Source: an optimization exercise on an open RTL-to-GDS flow (aim: small area and a short achievable clock period). Production flows keep margins and buffers that such runs may drop.
Where RTL was checked, it was by simulation tests only, not by an equivalence proof against the original.
Power and IR drop assume default switching activity.

## red
==> flow/design.v (excerpt) <==
module gshare_fetch_predictor #(
    parameter int          HIST_BITS = 5,
    parameter logic [31:0] RESET_PC  = 32'h0000_0000
) (
    input  logic                 clk,
    input  logic                 Reset,
    input  logic                 PC_write,
    input  logic [31:0]          imem_inst,
    output logic [31:0]          pc_out,
    output logic [31:0]          IF_inst,
    output logic [31:0]          nextPC,
    output logic                 prediction,
    output logic [31:0]          branch_target,
    output logic [31:0]          updated_pc_IF,
    output logic [HIST_BITS-1:0] GHPT_index_IF,
    output logic [HIST_BITS-1:0] GHR_IF,
    output logic [HIST_BITS-1:0] G_BTB_index_IF,
    input  logic                 ex_valid,
    input  logic                 ex_taken,
    input  logic [31:0]          ex_target,
    input  logic [31:0]          ex_pc,
    input  logic [HIST_BITS-1:0] ex_GHPT_index,
    input  logic [HIST_BITS-1:0] ex_G_BTB_index,
    input  logic [HIST_BITS-1:0] ex_GHR,
    input  logic                 ex_mispredict,
    input  logic [31:0]          ex_correct_pc
);
export LEC_CHECK = 0
export CAP_MARGIN = 20
export CORE_MARGIN = 2
export CORE_UTILIZATION = 40
export CTS_CLUSTER_DIAMETER = 80
export CTS_CLUSTER_SIZE = 24
export SETUP_SLACK_MARGIN = 3.0
export SLEW_MARGIN = 20
export SYNTH_HIERARCHICAL = 1
create_clock -name core_clock -period 6.5 [get_ports {clk}]
standard.sh (not shown) runs the stock make flow with config.mk's settings and CLKGATE_MAP_FILE= SYNTH_SCRIPT=/design/flow/synth_recipe.tcl, a recipe that flattens the netlist after the stock synthesis.
==> flow/flow/run.sh <==
#!/bin/bash
# Standard layout, with the port buffers made from buf_2 instead of the
# default delay-buffer cell. Each make step logs under orfs/logs; the make
# output as a whole goes to standard.log in the work folder.
set -euo pipefail
export BUFFER_PORTS_ARGS="-buffer_cell sky130_fd_sc_hd__buf_2"
bash standard.sh > standard.log 2>&1
Inputs modified between red and blue:
==> flow/run.sh (new file) <==
#!/bin/bash
# synth_recipe.tcl (not shown) runs the flow's synth.tcl, then flattens the netlist and writes it again
# the make line also repeats each setting of config.mk as NAME=value (left out here)
make -C /OpenROAD-flow-scripts/flow DESIGN_CONFIG=/design/flow/config.mk WORK_HOME=/design/flow/orfs CLKGATE_MAP_FILE= SYNTH_SCRIPT=/design/flow/synth_recipe.tcl finish
removed: flow/flow/run.sh
removed: flow/standard.sh
blue | status: complete | timing, DRC, antenna: pass
Compared red against blue; internal reg-to-reg setup slack within noise.
Delta (blue minus red): fraction of layout instances using a drive strength above 1 decreased 2.2 points; post-layout worst setup margin has decreased; post-detailed-route wirelength per cell went down.
In blue, the antenna diode count came out 8 below the value in red.
Count of final max-slew check failures came out exactly the same in blue and red.
blue: per-cell via count in the routed design 0.73% below red
Between red and blue, the flip-flop and latch area figures differ only marginally.
blue: relative contribution of the clock network to total power 1.3 points above red
Compared with red, in blue number of buffers created by CTS up 6.5%, number of buffers added on ports stayed essentially flat.
Function was not checked in any run of this note: the RTL went through the layout flow alone.

---

Another version of the RTL of gshare_fetch_predictor (not shown whole).
Size: about 4700 cells after synthesis, about 2000 flip-flops, ~330 I/O pins, about 0.078 mm^2 of cells after synthesis.
// gshare_fetch_predictor
module gshare_fetch_predictor #(
    parameter int          HIST_BITS = 5,
    parameter logic [31:0] RESET_PC  = 32'h0000_0000
) (
    input  logic                 clk,
    input  logic                 Reset,
    input  logic                 PC_write,
    input  logic [31:0]          imem_inst,
    output logic [31:0]          pc_out,
    output logic [31:0]          IF_inst,
    output logic [31:0]          nextPC,
    output logic                 prediction,
    output logic [31:0]          branch_target,
    output logic [31:0]          updated_pc_IF,
    output logic [HIST_BITS-1:0] GHPT_index_IF,
    output logic [HIST_BITS-1:0] GHR_IF,
    output logic [HIST_BITS-1:0] G_BTB_index_IF,
    input  logic                 ex_valid,
    input  logic                 ex_taken,
    input  logic [31:0]          ex_target,
    input  logic [31:0]          ex_pc,
    input  logic [HIST_BITS-1:0] ex_GHPT_index,
    input  logic [HIST_BITS-1:0] ex_G_BTB_index,
    input  logic [HIST_BITS-1:0] ex_GHR,
    input  logic                 ex_mispredict,
    input  logic [31:0]          ex_correct_pc
);
    localparam int ENTRIES = 1 << HIST_BITS;
    localparam int TAG_LSB = HIST_BITS + 2;
    localparam int TAG_W   = 32 - TAG_LSB;
    logic [31:0]                     pc_q, pc_d;
    logic [HIST_BITS-1:0]            ghr_q, ghr_d;
    logic [ENTRIES-1:0][1:0]         pht_q;
    logic [ENTRIES-1:0]              btb_vld_q;
    logic [ENTRIES-1:0][TAG_W-1:0]   btb_tag_q;
    logic [ENTRIES-1:0][31:0]        btb_tgt_q;
    logic [31:2]                     npc_q, npc_d;
    logic [ENTRIES-1:0]              sel_d, sel_d2;    
    logic [ENTRIES-1:0]              sel_q;            
    logic                            hit_q, hit_d;
    logic                            pred_q, pred_d;
    logic                            hit_o_q, hit_o_d;
  ...
export LEC_CHECK = 0
export CAP_MARGIN = 20
export CORE_MARGIN = 2
export CORE_UTILIZATION = 45
export CTS_CLUSTER_DIAMETER = 80
export CTS_CLUSTER_SIZE = 24
export SETUP_SLACK_MARGIN = 3.0
export SLEW_MARGIN = 20
export SYNTH_HIERARCHICAL = 1
export TNS_END_PERCENT = 5
create_clock -name core_clock -period 6.5 [get_ports {clk}]
==> flow/flow/run.sh <==
#!/bin/bash
# Standard layout, with the port buffers made from buf_2 instead of the
# default delay-buffer cell. Each make step logs under orfs/logs; the make
# output as a whole goes to standard.log in the work folder.
set -euo pipefail
export BUFFER_PORTS_ARGS="-buffer_cell sky130_fd_sc_hd__buf_2"
bash standard.sh > standard.log 2>&1
Then changed:
- CAP_MARGIN: 20 -> 10
- CORE_UTILIZATION: 45 -> 40
- SLEW_MARGIN: 20 -> 10
What happened: Clock-buffer cell count decreases by 10. Via count drops by 0.62%. Critical path depth fell by 2. Core utilization is lower by 5.5 points. Power rises by 0.62%.
Then changed:
- CAP_MARGIN: 10 -> 20
- CORE_UTILIZATION: 40 -> 45
- SETUP_SLACK_MARGIN: 3.0 -> 3.3
- SLEW_MARGIN: 10 -> 20
=> The changed run finished clean. Worst setup slack gains 0.095 ns. Combinational power is higher by 5.4%. Non-clock buffer count rose by 80. Synthesized area is unchanged. Total power climbs by 0.47%.
Then changed:
- CAP_MARGIN: 20 -> 10
- CORE_UTILIZATION: 45 -> 40
- GPL_ROUTABILITY_DRIVEN: unset -> 0
- SETUP_SLACK_MARGIN: 3.3 -> 3.0
- SLEW_MARGIN: 20 -> 10
After rerunning: The new run went through all stages and came out clean; maximum frequency fell by 2.6%; worst hold slack gains 0.0049 ns; clock skew climbs by 0.012 ns; global-route usage goes down by 4.4 points; wire length drops by 4.7%; area after synthesis is unchanged; core utilization fell by 6.8 points; critical path depth climbs by 1; sequential power stays flat; sequential share of layout area is higher by 1.5 points; clock power increases by about 1%.
Then changed:
- CAP_MARGIN: 10 -> 0
- GPL_ROUTABILITY_DRIVEN: 0 -> unset
- SLEW_MARGIN: 10 -> 0
The changed run completed without violations.
Non-clock buffer count does not change.
Clock skew hardly moves.
Final area hardly moves.
Total power stays flat.
Clock-buffer cell count stays the same.
Critical path depth is unchanged.
Clock power hardly moves.
Cell count is about the same.
Wire length hardly moves.
Synthesized area stays the same.
Sequential power stays flat.

---

S:
gshare_fetch_predictor, a different RTL version from the one above (not shown whole).
Size: about 4700 cells after synthesis, ~2000 flip-flops, roughly 330 I/O pins, about 76000 um2 of cells after synthesis.
Settings: LEC_CHECK=0, CAP_MARGIN=20, CORE_MARGIN=2, CORE_UTILIZATION=55, CTS_BUF_LIST=sky130_fd_sc_hd__clkbuf_8, CTS_CLUSTER_SIZE=30, PLACE_DENSITY=0.7, SETUP_SLACK_MARGIN=0.8, SLEW_MARGIN=20; clock period 6.5 ns.
run.sh (not shown) runs the stock make flow with config.mk's settings and CLKGATE_MAP_FILE= SYNTH_SCRIPT=/design/flow/synth_recipe.tcl, a recipe that flattens the netlist after the stock synthesis.
Stock flow here: none of the scripts above is used.
S: flow completed, timing, DRC and antenna clean
> inputs changed (S -> P)
Settings: PLACE_DENSITY removed (was 0.7); CORE_UTILIZATION changed from 55 to 40; CTS_BUF_LIST removed (was sky130_fd_sc_hd__clkbuf_8); SETUP_SLACK_MARGIN removed (was 0.8); CTS_CLUSTER_SIZE removed (was 30).
==> results.txt <==
- Relative to S, proportion of power drawn by combinational gates decreased by 4.3 points in P.
- Summary of P over S: design area now sits lower; clock period minus worst slack now sits higher; largest clock skew in the final design now sits lower.
- Max final-layout fill cell count across S and P: P
- Global routing usage summed across all routing layers is higher on S
- Measured against each other, S and P differ in placer congestion estimate, the higher figure coming from S.
- Setup WNS S -> P: worse
- When the final numbers for S and P were put side by side, the switching power turned out to be smaller in P.
- Comparing P with S, the multi-input combinational cell count came out essentially unchanged.
No run of this note included a check of the RTL's function; only the layout flow was run.

---

Another version of the RTL of gshare_fetch_predictor (not shown whole).
Size in the first run: ~4,500 cells after synthesis, ~77,000 µm² of cells after synthesis.
Settings: LEC_CHECK=0, CAP_MARGIN=20, CORE_MARGIN=2, CORE_UTILIZATION=40, CTS_CLUSTER_DIAMETER=80, CTS_CLUSTER_SIZE=24, PLACE_DENSITY=0.72, SETUP_SLACK_MARGIN=3.0, SLEW_MARGIN=20, SYNTH_HIERARCHICAL=1, TNS_END_PERCENT=5; clock period 6.5 ns.
standard.sh (not shown) runs the stock make flow with config.mk's settings and CLKGATE_MAP_FILE= SYNTH_SCRIPT=/design/flow/synth_recipe.tcl, a recipe that flattens the netlist after the stock synthesis.
Scripts as last shown in full above: flow/flow/run.sh
The first run completed with no timing, DRC or antenna violations.
Change:
PLACE_DENSITY = unset   (was 0.72)
After rerunning: Non-clock buffer count came out higher by 44; clock power came out higher by a little under a tenth; hold slack is worse by 0.070 ns; wire length came out higher by a few percent; worst setup slack is better by 0.093 ns; final area came out higher slightly; die area is unchanged; critical path depth came out higher by 1; fmax came out higher by a few percent; count of clock-buffer cells in the layout came out lower by 3; clock skew came out lower by 0.036 ns.

---

gshare_fetch_predictor, a different RTL version from the one above (not shown whole).
Size in the first run: ~4400 cells after synthesis, roughly 2100 flip-flops, about 330 I/O pins.
clock: 6.5 ns
lec_check: 0
cap_margin: 20
core_margin: 2
core_utilization: 40
cts_cluster_diameter: 80
cts_cluster_size: 24
setup_slack_margin: 3.0
slew_margin: 20
synth_hierarchical: 1
tns_end_percent: 5
Scripts as last shown in full above: flow/flow/run.sh
==> next run, changes <==
Settings changed: TNS_END_PERCENT 5 to default.
After rerunning: Die area stays the same; hold slack improves by 9.2 ps; worst setup slack degrades by 67 ps; clock power drops by about 3.7%; synthesized area stays the same; synthesized cell count stays the same; wire length climbs by about 4.7%.
No run of this note included a check of the RTL's function; only the layout flow was run.

-- port drivers added, routing unchanged --
The flow's constraints put no driver on any port. The routed layouts listed below were extracted and timed again, unchanged, in two steps.
Step 1 (the two cells are an assumption about what drives the block):
set clk [get_ports {clk}]
set_driving_cell -lib_cell sky130_fd_sc_hd__clkbuf_16 $clk
set_driving_cell -lib_cell sky130_fd_sc_hd__buf_2 [delete_from_list [all_inputs] $clk]
Step 2 moves the port delays by t, midway between the first and last clock arrival at a register: inputs arrive t later, outputs are due t later. That takes back most of the time a late clock gives input paths.
Slacks: ideal ports / drivers / drivers and shift; pairs: ideal ports / drivers.
run	t, ns	setup WS [ns]	latest minus earliest clock arrival (ns)	worst data-port slew with drivers (ns)	cell pins on the clock port's net
red	0.874	2.665 / 2.665 / 1.814	0.062 / 0.062	0.28	1
blue	0.877	2.619 / 2.655 / 1.807	0.072 / 0.073	0.25	1
the first run of note 2	0.835	2.702 / 2.668 / 1.833	0.035 / 0.035	0.22	1
the second run of note 2	0.835	2.794 / 2.753 / 1.918	0.058 / 0.058	0.22	1
the third run of note 2	0.843	2.890 / 2.812 / 1.968	0.050 / 0.049	0.21	1
the fourth run of note 2	0.835	2.794 / 2.753 / 1.918	0.058 / 0.058	0.22	1
the fifth run of note 2	0.830	2.778 / 2.758 / 1.928	0.053 / 0.053	0.23	1
S	1.095	0.473 / 0.397 / 1.493	0.085 / 0.085	0.50	1
P	0.928	0.107 / 0.013 / 0.941	0.032 / 0.032	0.31	1
the first run of note 4	0.873	2.714 / 2.703 / 1.829	0.103 / 0.103	0.21	1
the second run of note 4	0.885	2.807 / 2.758 / 1.873	0.066 / 0.066	0.22	1
the first run of note 5	0.855	2.513 / 2.532 / 1.676	0.070 / 0.071	0.16	1
the second run of note 5	0.886	2.445 / 2.467 / 1.581	0.051 / 0.052	0.20	1
After both steps every run listed still meets setup and hold. The setup slack of the second run of note 4, which loses most, moves by -0.049 ns with the drivers and by -0.934 ns with both steps.
